Context: an optimization exercise on an open-source flow, tuned for small area, a short achievable clock period and few clock cycles. The choices shown serve that exercise and are no tape-out recipe. Where RTL was checked, it was by simulation tests only, not by an equivalence proof against the original. Power and IR drop assume default switching activity.

==> build 97: inputs <==
Design ppm_p6_top, start of the top module:
module ppm_p6_top
(
    input  logic        clk,
    input  logic        rst_n,
    input  logic        in_valid,
    output logic        in_stall,
    input  logic [7:0]  in_byte,
    input  logic        in_eos,
    output logic        out_valid,
    input  logic        out_stall,
    output logic [2:0]  out_kind,
    output logic [7:0]  out_red,
    output logic [7:0]  out_green,
    output logic [7:0]  out_blue,
    output logic [15:0] out_column,
    output logic [15:0] out_row,
    output logic [15:0] out_width,
    output logic [15:0] out_height,
    output logic        out_last,
    input  logic        cfg_write,
    input  logic        cfg_index,
    input  logic [15:0] cfg_data
);
Settings: LEC_CHECK=0, CAP_MARGIN=20, CORE_MARGIN=2, CORE_UTILIZATION=40, CTS_BUF_LIST=sky130_fd_sc_hd__clkbuf_8, PLACE_DENSITY=0.6, SETUP_SLACK_MARGIN=2.8, SLEW_MARGIN=20; clock period 5.0 ns.
run.sh (not shown) runs the stock make flow with config.mk's settings and CLKGATE_MAP_FILE= SYNTH_SCRIPT=/design/flow/synth_recipe.tcl, a recipe that flattens the netlist after the stock synthesis.
==> build 68 (differences from build 97) <==
--- a/flow/design.v
+++ b/flow/design.v
@@ -62,34 +62,30 @@
         end
     end
     logic        ir_v;
     logic [7:0]  ir_b;
     logic        ir_eos;
     logic        ir_sep;        
     logic        ir_hash;
     logic        ir_digit;
-    logic [1:0]  ir_dh;         
     logic        ir_ns;         
     logic        ir_res;        
     logic        ir_pix;        
-    logic        ir_tc;         
     logic        ir_wbad;       
     logic        ir_hbad;
     logic        stall_reg;
     logic [1:0]  phase_reg;
     logic [1:0]  tok_reg;
     logic        comment_reg;
     logic [1:0]  magic_reg;
     logic        ovf_reg;
     logic        digit_reg;
     logic        neg_reg;
     logic        stop_reg;
-    logic [1:0]  m255_reg;      
-    logic        m255_bad;      
     logic        fmt_bad_reg;
     logic        size_bad_reg;
     logic [15:0] width_reg;
     logic [15:0] height_reg;
     logic [1:0]  comp_reg;
     logic [7:0]  red_reg;
     logic [7:0]  green_reg;
     logic [15:0] col_reg;       
@@ -99,18 +95,18 @@
     logic        s_dbl;
     logic [23:0] s_rgb;
     logic        o_v;
     logic [2:0]  o_kind;
     logic        o_last;
     logic [23:0] o_rgb;
     logic [15:0] o_col;
     logic [15:0] o_row;
-    logic        o_hdr;         
-    logic        hdr_pend;      
+    logic [15:0] o_w;
+    logic [15:0] o_h;
     logic [7:0]  c;
     logic        pen;
     logic        eos;
     logic        skip, tokp, pixp, fin;
     logic        t_char, t_first, t_close, t_sign;
     logic        c_start, c_end;
     logic        acc_digit, acc_clear;
     logic        hdr_close;
@@ -131,24 +127,25 @@
     assign c_end     = !eos && skip && comment_reg && (c == CHAR_NL);
     assign acc_digit = t_char && !t_sign && !stop_reg && ir_digit;
     assign acc_clear = eos || t_close;
     assign hdr_close = t_close && (tok_reg == 2'd3);
     assign pix_out   = !eos && pixp && (comp_reg == 2'd2);
     logic [15:0] acc_mul;
     logic        acc_big;
     logic [15:0] acc_sum;
-    assign acc_sum = {col_reg[14:0], 1'b1} + {col_reg[12:0], ir_dh, c[3]};
+    assign acc_sum = {col_reg[14:0], 1'b1} +
+                     {col_reg[12:0], c[2] | c[3], c[1] | c[3], c[3]};
     assign acc_mul = {acc_sum[15:1], c[0]};
     assign acc_big = (col_reg > 16'd6553) || (col_reg == 16'd6553 && c[3:0] > 4'd5);
     logic        hdr_fmt;
     logic        hdr_size;
     logic        hdr_good;
-    assign hdr_fmt  = (magic_reg != MAGIC_P6) || fmt_bad_reg || neg_reg ||
-                      m255_bad || (m255_reg != 2'd3);
+    assign hdr_fmt  = (magic_reg != MAGIC_P6) || fmt_bad_reg || !digit_reg || neg_reg ||
+                      ovf_reg || (col_reg != 16'd255);
     assign hdr_size = size_bad_reg || ir_wbad || ir_hbad;
     assign hdr_good = !hdr_fmt && !hdr_size;
     logic [2:0]  r_kind;
     logic        r_dbl;
     always_comb
     begin
         r_dbl = 1'b0;
         if (pixp && !eos)
@@ -194,27 +191,26 @@
             comp_n = {1'b0, ir_hash};
         else if (pixp)
             comp_n = (comp_reg == 2'd2) ? 2'd0 : comp_reg + 2'd1;
     end
     logic        tokp_d;
     logic [1:0]  tok_d;
     logic        comp2_d;
     logic        in_sep, in_hash, in_digit;
-    logic        ns_new, res_new, pix_new, tc_new;
+    logic        ns_new, res_new, pix_new;
     assign tokp_d  = pen ? t_char || (tokp && !eos && !ir_sep) : tokp;
     assign tok_d   = pen ? tok_n : tok_reg;
     assign comp2_d = pen ? (pixp && !eos && comp_reg == 2'd1) : (comp_reg == 2'd2);
     assign in_hash = (in_byte == CHAR_HASH);
     assign in_sep  = (in_byte == 8'h20) || (in_byte >= 8'h09 && in_byte <= 8'h0D) || in_hash;
     assign in_digit = (in_byte[7:4] == 4'h3) && (in_byte[3:0] <= 4'd9);
     assign pix_new = !in_eos && comp2_d;
     assign ns_new  = in_eos || (tokp_d && in_sep) || comp2_d;
     assign res_new = pix_new || (!in_eos && tokp_d && in_sep && tok_d == 2'd3);
-    assign tc_new  = !in_eos && tokp_d && in_sep && (tok_d == 2'd1 || tok_d == 2'd2);
     logic        r_put;
     logic        take;
     logic        o_free;
     logic        o_en;
     logic        s_v_n;
     logic        o_v_n;
     logic        s_pix;
     logic        e_pix;
@@ -225,114 +221,105 @@
     logic [23:0] e_rgb;
     assign r_put  = pen && (ir_res || (eos && !fin));
     assign take   = o_v && !out_stall;
     assign o_free = !o_v || (take && o_last);
     assign o_en   = !o_v || !out_stall;
     assign s_pix  = (s_kind == KIND_PIXEL);
     assign e_kind = s_v ? s_kind : r_kind;
     assign e_dbl  = s_v ? s_dbl  : r_dbl;
-    assign e_rgb  = s_v ? s_rgb  : {red_reg, green_reg, c};
+    assign e_rgb  = s_v ? s_rgb  : (ir_pix ? {red_reg, green_reg, c} : 24'd0);
     assign e_pix  = s_v ? s_pix  : ir_pix;
-    assign e_hdr  = s_v ? (s_kind == KIND_HEADER) : (tokp && tok_reg == 2'd3 && hdr_good);
+    assign e_hdr  = (e_kind == KIND_HEADER);
     assign adv    = o_free && (s_v ? s_pix : (pen && ir_pix));
     assign s_v_n  = (s_v || r_put) && !o_free;
     assign o_v_n  = o_free ? (s_v || r_put) : 1'b1;
     logic in_fire;
     logic ir_v_n;
     logic ns_d;
     logic pix_d;
-    logic tc_d;
-    logic hdr_pend_n;
     assign in_fire = in_valid && !stall_reg;
     assign ir_v_n  = in_fire || (ir_v && !pen);
     assign ns_d    = in_fire ? ns_new : ir_ns;
     assign pix_d   = in_fire ? pix_new : ir_pix;
-    assign tc_d    = in_fire ? tc_new : ir_tc;
-    assign hdr_pend_n = (r_put && r_kind == KIND_HEADER) || (hdr_pend && !(take && o_hdr));
     always_ff @(posedge clk or negedge rst_n)
     begin
         if (!rst_n)
         begin
             ir_v      <= 1'b0;
             stall_reg <= 1'b0;
             s_v       <= 1'b0;
             o_v       <= 1'b0;
-            hdr_pend  <= 1'b0;
-            o_hdr     <= 1'b0;
         end
         else
         begin
             ir_v      <= ir_v_n;
-            stall_reg <= ir_v_n && ((ns_d && s_v_n) || (pix_d && s_v) || (tc_d && hdr_pend_n));
+            stall_reg <= ir_v_n && ((ns_d && s_v_n) || (pix_d && s_v));
             s_v       <= s_v_n;
             o_v       <= o_v_n;
-            hdr_pend  <= hdr_pend_n;
-            if (o_en)
-                o_hdr <= !(o_v && !o_last) && e_hdr;
         end
     end
     always_ff @(posedge clk)
     begin
         if (!stall_reg)
         begin
             ir_b     <= in_byte;
             ir_eos   <= in_eos;
             ir_sep   <= in_sep;
             ir_hash  <= in_hash;
             ir_digit <= in_digit;
-            ir_dh    <= {in_byte[2] | in_byte[3], in_byte[1] | in_byte[3]};
             ir_ns    <= ns_new;
             ir_res   <= res_new;
             ir_pix   <= pix_new;
-            ir_tc    <= tc_new;
             ir_wbad  <= (width_reg == 16'd0) || (width_reg > max_width_reg);
             ir_hbad  <= (height_reg == 16'd0) || (height_reg > max_height_reg);
         end
         if (r_put)
         begin
             s_kind <= r_kind;
             s_dbl  <= r_dbl;
-            s_rgb  <= {red_reg, green_reg, c};
+            s_rgb  <= ir_pix ? {red_reg, green_reg, c} : 24'd0;
         end
         if (o_en)
         begin
             if (o_v && !o_last)
             begin
                 o_kind <= (o_kind == KIND_PIXEL) ? KIND_DONE : KIND_TRUNCATED;
                 o_last <= 1'b1;
                 o_rgb  <= 24'd0;
                 o_col  <= 16'd0;
                 o_row  <= 16'd0;
+                o_w    <= 16'd0;
+                o_h    <= 16'd0;
             end
             else
             begin
                 o_kind <= e_kind;
                 o_last <= !e_dbl;
-                o_rgb  <= e_pix ? e_rgb : 24'd0;
+                o_rgb  <= e_rgb;
                 o_col  <= e_pix ? col_reg : 16'd0;
                 o_row  <= e_pix ? row_reg : 16'd0;
+                o_w    <= e_hdr ? width_reg  : 16'd0;
+                o_h    <= e_hdr ? height_reg : 16'd0;
             end
         end
     end
     always_ff @(posedge clk or negedge rst_n)
     begin
         if (!rst_n)
         begin
             phase_reg    <= PH_SKIP;
             tok_reg      <= 2'd0;
             comment_reg  <= 1'b0;
             magic_reg    <= MAGIC_NONE;
             col_reg      <= 16'd0;
             ovf_reg      <= 1'b0;
             digit_reg    <= 1'b0;
             neg_reg      <= 1'b0;
             stop_reg     <= 1'b0;
-            m255_reg     <= 2'd0;
-            m255_bad     <= 1'b0;
             fmt_bad_reg  <= 1'b0;
             size_bad_reg <= 1'b0;
             comp_reg     <= 2'd0;
         end
         else
         begin
             if (pen)
             begin
@@ -349,30 +336,16 @@
                     comment_reg <= ir_hash;
                 if (eos)
                     magic_reg <= MAGIC_NONE;
                 else if (t_char && tok_reg == 2'd0)
                     magic_reg <= t_first ? ((c == CHAR_P) ? MAGIC_P : MAGIC_BAD)
                                          : ((magic_reg == MAGIC_P && c == CHAR_SIX) ? MAGIC_P6 : MAGIC_BAD);
                 if (acc_clear)
                 begin
-                    m255_reg <= 2'd0;
-                    m255_bad <= 1'b0;
-                end
-                else if (acc_digit)
-                begin
-                    if (m255_reg == 2'd0 && c[3:0] == 4'd2)
-                        m255_reg <= 2'd1;
-                    else if ((m255_reg == 2'd1 || m255_reg == 2'd2) && c[3:0] == 4'd5)
-                        m255_reg <= m255_reg + 2'd1;
-                    else if (m255_reg != 2'd0 || c[3:0] != 4'd0)
-                        m255_bad <= 1'b1;
-                end
-                if (acc_clear)
-                begin
                     ovf_reg   <= 1'b0;
                     digit_reg <= 1'b0;
                     neg_reg   <= 1'b0;
                     stop_reg  <= 1'b0;
                 end
                 else if (t_char)
                 begin
                     if (acc_digit)
@@ -426,18 +399,18 @@
     assign in_stall   = stall_reg;
     assign out_valid  = o_v;
     assign out_kind   = o_kind;
     assign out_red    = o_rgb[23:16];
     assign out_green  = o_rgb[15:8];
     assign out_blue   = o_rgb[7:0];
     assign out_column = o_col;
     assign out_row    = o_row;
-    assign out_width  = o_hdr ? width_reg  : 16'd0;
-    assign out_height = o_hdr ? height_reg : 16'd0;
+    assign out_width  = o_w;
+    assign out_height = o_h;
     assign out_last   = o_last;
 endmodule
 module ppm_p6_top
 (
     input  logic        clk,
     input  logic        rst_n,
     input  logic        in_valid,
     output logic        in_stall,
==> flow/config.mk (replaced) <==
export PLATFORM = sky130hd
export DESIGN_NAME = ppm_p6_top
export DESIGN_NICKNAME = ppm_p6_top
export VERILOG_FILES = /design/flow/design.v
export SDC_FILE = /design/flow/constraint.sdc
export NUM_CORES = 4
export LEC_CHECK = 0
export CAP_MARGIN = 20
export CORE_MARGIN = 2
export CORE_UTILIZATION = 55
export PLACE_DENSITY = 0.7
export SETUP_SLACK_MARGIN = 2.9
export SLEW_MARGIN = 20
==> summary of the runs <==
- Hold slack: build 97 is lower than build 68 (0.20 ns).
- Against build 68, the die area of build 97 is larger by 29%.
- Against build 97, the cell count of build 68 is smaller by 4.4%.
- Of build 68 and build 97, build 97 has the higher register-to-register slack (gap 0.04 ns).
- Of build 68 and build 97, build 68 has the higher area after synthesis (gap 5.5%, measured against build 97).
- In build 97 the critical path depth is lower than in build 68, by 6.
- In build 68 the combinational power is smaller than in build 97, by about 50%.
Testbench counts of build 68, summed over its fixed seeds: cycles 66,959.
Function not checked in build 97: the RTL went through the layout flow alone.

[port drivers added, routing unchanged]
No port has a modelled driver above. Below, the same layouts with a new extraction and two added sets of constraints.
Step 1, drivers: a clkbuf_16 drives clk and a buf_2 each remaining input, both assumed.
Step 2 also shifts input and output timing later by t, the mid clock arrival at the registers, as if the neighbouring blocks saw the same clock.
Three values: no drivers, after step 1, after step 2; two values: the first two.
| run | t (ns) | setup slack, ns | worst hold slack (ns) | cell pins on the clock port's net |
|---|---|---|---|---|
| build 97 | 0.601 | 2.397 / 2.353 / 2.275 | 0.307 / 0.286 / 0.448 | 1 |
| build 68 | 0.577 | 2.655 / 2.655 / 2.264 | 0.505 / 0.505 / 0.505 | 1 |
After both steps every run listed still meets setup and hold. For build 68, which loses most, drivers alone change the setup slack by 0.000 ns; drivers and shift together by -0.391 ns.
